This design comes from an exercise in tuning for small area on the open sky130 flow, not from production work.
Only simulation tests tie the RTL to the original design; equivalence was not proved.
Power figures rest on the tool's default switching activity, not on a simulated workload.

Design write_back_buffer, start of the top module:
module write_back_buffer
#(
    parameter int  LINE_SIZE   = write_back_buffer_pkg::WBB_LINE_SIZE_DEF,
    parameter int  DEPTH       = write_back_buffer_pkg::WBB_DEPTH_DEF,
    localparam int OFFSET_BITS = write_back_buffer_pkg::wbb_offset_bits(LINE_SIZE),
    localparam int LA_BITS     = write_back_buffer_pkg::WBB_ADDR_BITS - OFFSET_BITS,
    localparam int DW          = LINE_SIZE * 8
) (
    input  logic               clk,
    input  logic               reset,
    input  logic               wb_valid,
    input  logic [LA_BITS-1:0] wb_line_addr,
    input  logic [DW-1:0]      wb_data,
    output logic               wb_ready,
    input  logic               rd_valid_in,
    input  logic [LA_BITS-1:0] rd_line_addr,
    output logic               rd_ready,
    output logic               rd_valid,
    output logic [DW-1:0]      rd_data,
    output logic               rd_fwd,
    output logic               mem_is_input_valid,
    output logic               mem_read,
    output logic               mem_write,
    output logic [LA_BITS-1:0] mem_addr,
    output logic [DW-1:0]      mem_din,
    input  logic               mem_ready,
    input  logic               mem_is_output_valid,
    input  logic [DW-1:0]      mem_dout
);
    localparam int PTR_W = $clog2(DEPTH);
    logic [DEPTH-1:0]              vld_q;
    logic [DEPTH-1:0][LA_BITS-1:0] addr_q;
    logic [DEPTH-1:0][DW-1:0]      data_q;
  ...
For scale: roughly 670 flip-flops, about 610 I/O pins, ~0.030 mm^2 of cells after synthesis.
clock: 6.0 ns
lec_check: 0
cap_margin: 20
core_margin: 2
core_utilization: 60
cts_buf_list: sky130_fd_sc_hd__clkbuf_8
cts_cluster_diameter: 50
cts_cluster_size: 16
gpl_timing_driven: 0
slew_margin: 20
standard.sh (not shown) runs the stock make flow with config.mk's settings and CLKGATE_MAP_FILE= SYNTH_SCRIPT=/design/flow/synth_recipe.tcl, a recipe that flattens the netlist after the stock synthesis.
==> flow/flow/run.sh <==
#!/bin/bash
# Standard ORFS layout (the standard.sh), with the port buffers that global placement
# inserts made as the smallest plain buffer instead of the tool's default pick.
set -euo pipefail
export BUFFER_PORTS_ARGS="-buffer_cell sky130_fd_sc_hd__buf_1"
bash standard.sh > standard_flow.log 2>&1
Rerun with:
CORE_UTILIZATION = 55   (was 60)
CTS_CLUSTER_DIAMETER = 45   (was 50)
CTS_CLUSTER_SIZE = 20   (was 16)
GPL_TIMING_DRIVEN = not set   (was 0)
The new run completed without violations.
Power climbs by 6.7%.
Final area falls by 1.6%.
Non-clock buffer count falls by 199.
Final cell count went down by 3.3%.
Rerun with:
CORE_UTILIZATION = 40   (was 55)
CTS_BUF_LIST = sky130_fd_sc_hd__clkbuf_16   (was sky130_fd_sc_hd__clkbuf_8)
CTS_CLUSTER_DIAMETER = 60   (was 45)
CTS_CLUSTER_SIZE = 30   (was 20)
What happened: The changed run completed with no timing, DRC or antenna violations. Count of clock-buffer cells in the layout decreases by 31. Total power rose by 2.9%. Sequential power hardly moves. Synthesized area is unchanged. Synthesized cell count does not change. Combinational power goes up by about 4%. Worst setup slack gets better by 0.13 ns. Core utilization goes down by 17 points. Clock power went up by 7.9%. Non-clock buffer count rises by 15.
Rerun with:
CORE_UTILIZATION = 65   (was 40)
CTS_BUF_LIST = sky130_fd_sc_hd__clkbuf_8   (was sky130_fd_sc_hd__clkbuf_16)
CTS_CLUSTER_DIAMETER = not set   (was 60)
CTS_CLUSTER_SIZE = not set   (was 30)
Outcome:
- synthesized cell count is unchanged
- global-route usage increases by 14 points
- routed wire length decreases by a little under a tenth
- critical path depth stays the same
- cell area decreases slightly
- clock-buffer cell count increases by 57
- register-to-register slack degrades by 0.12 ns
- worst setup slack degrades by 0.075 ns
- total power decreases slightly
- utilization increases by 29 points
Rerun with:
CORE_UTILIZATION = 40   (was 65)
CTS_CLUSTER_DIAMETER = 60   (was not set)
CTS_CLUSTER_SIZE = 18   (was not set)
What happened:
- The new run went through all stages and came out clean
- final area drops by 0.88%
- non-clock buffer count climbs by 1
- clock skew climbs by 0.050 ns
- worst hold slack improves by 0.0078 ns
- sequential share of layout area climbs by 0.51 points
- maximum frequency climbs by 0.65%
- combinational power is about the same
- count of clock-buffer cells in the layout drops by 55
- power drops by about 8%

---

Starting RTL as in the previous note.
Settings: LEC_CHECK=0, CAP_MARGIN=0, CORE_MARGIN=2, CORE_UTILIZATION=55, CTS_BUF_LIST=sky130_fd_sc_hd__clkbuf_8, CTS_CLUSTER_DIAMETER=50, CTS_CLUSTER_SIZE=16, SLEW_MARGIN=0; clock period 6.0 ns.
Scripts as last shown in full above: flow/flow/run.sh
Rerun with:
- CAP_MARGIN: 0 -> 20
- SLEW_MARGIN: 0 -> 20
=> The changed run finished clean. Clock skew is about the same. Sequential power hardly moves. Wire length stays flat. Count of clock-buffer cells in the layout does not change. Cell area stays the same. Worst hold slack barely changes. Core utilization does not change. Global-route usage is unchanged. Cell count is unchanged.
Rerun with:
- CTS_BUF_LIST: sky130_fd_sc_hd__clkbuf_8 -> sky130_fd_sc_hd__clkbuf_4 sky130_fd_sc_hd__clkbuf_8
Total power barely changes.
Routed wire length barely changes.
Worst setup slack got worse by 20 ps.
Critical path depth does not change.
Rerun with:
- CORE_UTILIZATION: 55 -> 40
- CTS_BUF_LIST: sky130_fd_sc_hd__clkbuf_4 sky130_fd_sc_hd__clkbuf_8 -> sky130_fd_sc_hd__clkbuf_8
- CTS_CLUSTER_DIAMETER: 50 -> default
- CTS_CLUSTER_SIZE: 16 -> default
Result:
- clock-buffer cell count rises by 48
- worst setup slack improved by 100 ps
- sequential power hardly moves
- first-iteration DRC count rises by 0.40%
- final area rises by 3.8%
- total power rises by 9.2%

## what the ideal ports hide
How much do the figures lean on ideal ports? The routed layouts below were timed once more, with nothing changed but the port constraints.
Step 1, drivers: a clkbuf_16 drives clk and a buf_2 each remaining input, both assumed.
Step 2 also shifts input and output timing later by t, the mid clock arrival at the registers, as if the neighbouring blocks saw the same clock.
Slacks: ideal / step 1 / step 2; pairs: ideal / step 1.
run | shift t [ns] | slack for setup (ns) | worst hold slack (ns) | worst register clock-pin slew, ns | cell pins on the clock port's net
the first run of note 1 | 0.781 | 0.039 / -0.012 / -0.012 | 0.567 / 0.567 / 0.567 | 0.11 / 0.11 | 1
the second run of note 1 | 0.742 | 0.561 / 0.501 / 0.501 | 0.593 / 0.593 / 0.593 | 0.09 / 0.09 | 1
the third run of note 1 | 0.696 | 0.692 / 0.637 / 0.637 | 0.595 / 0.595 / 0.595 | 0.10 / 0.10 | 1
the fourth run of note 1 | 0.772 | 0.618 / 0.566 / 0.566 | 0.593 / 0.593 / 0.593 | 0.07 / 0.07 | 1
the fifth run of note 1 | 0.764 | 0.653 / 0.597 / 0.597 | 0.601 / 0.601 / 0.601 | 0.12 / 0.12 | 1
the first run of note 2 | 0.780 | 0.538 / 0.478 / 0.478 | 0.597 / 0.597 / 0.597 | 0.10 / 0.10 | 1
the second run of note 2 | 0.780 | 0.557 / 0.497 / 0.497 | 0.597 / 0.597 / 0.597 | 0.10 / 0.10 | 1
the third run of note 2 | 0.782 | 0.537 / 0.477 / 0.477 | 0.596 / 0.596 / 0.596 | 0.10 / 0.10 | 1
the fourth run of note 2 | 0.809 | 0.641 / 0.585 / 0.585 | 0.570 / 0.570 / 0.570 | 0.07 / 0.07 | 1
With both steps, setup timing fails in the first run of note 1, where it was met with ideal ports.
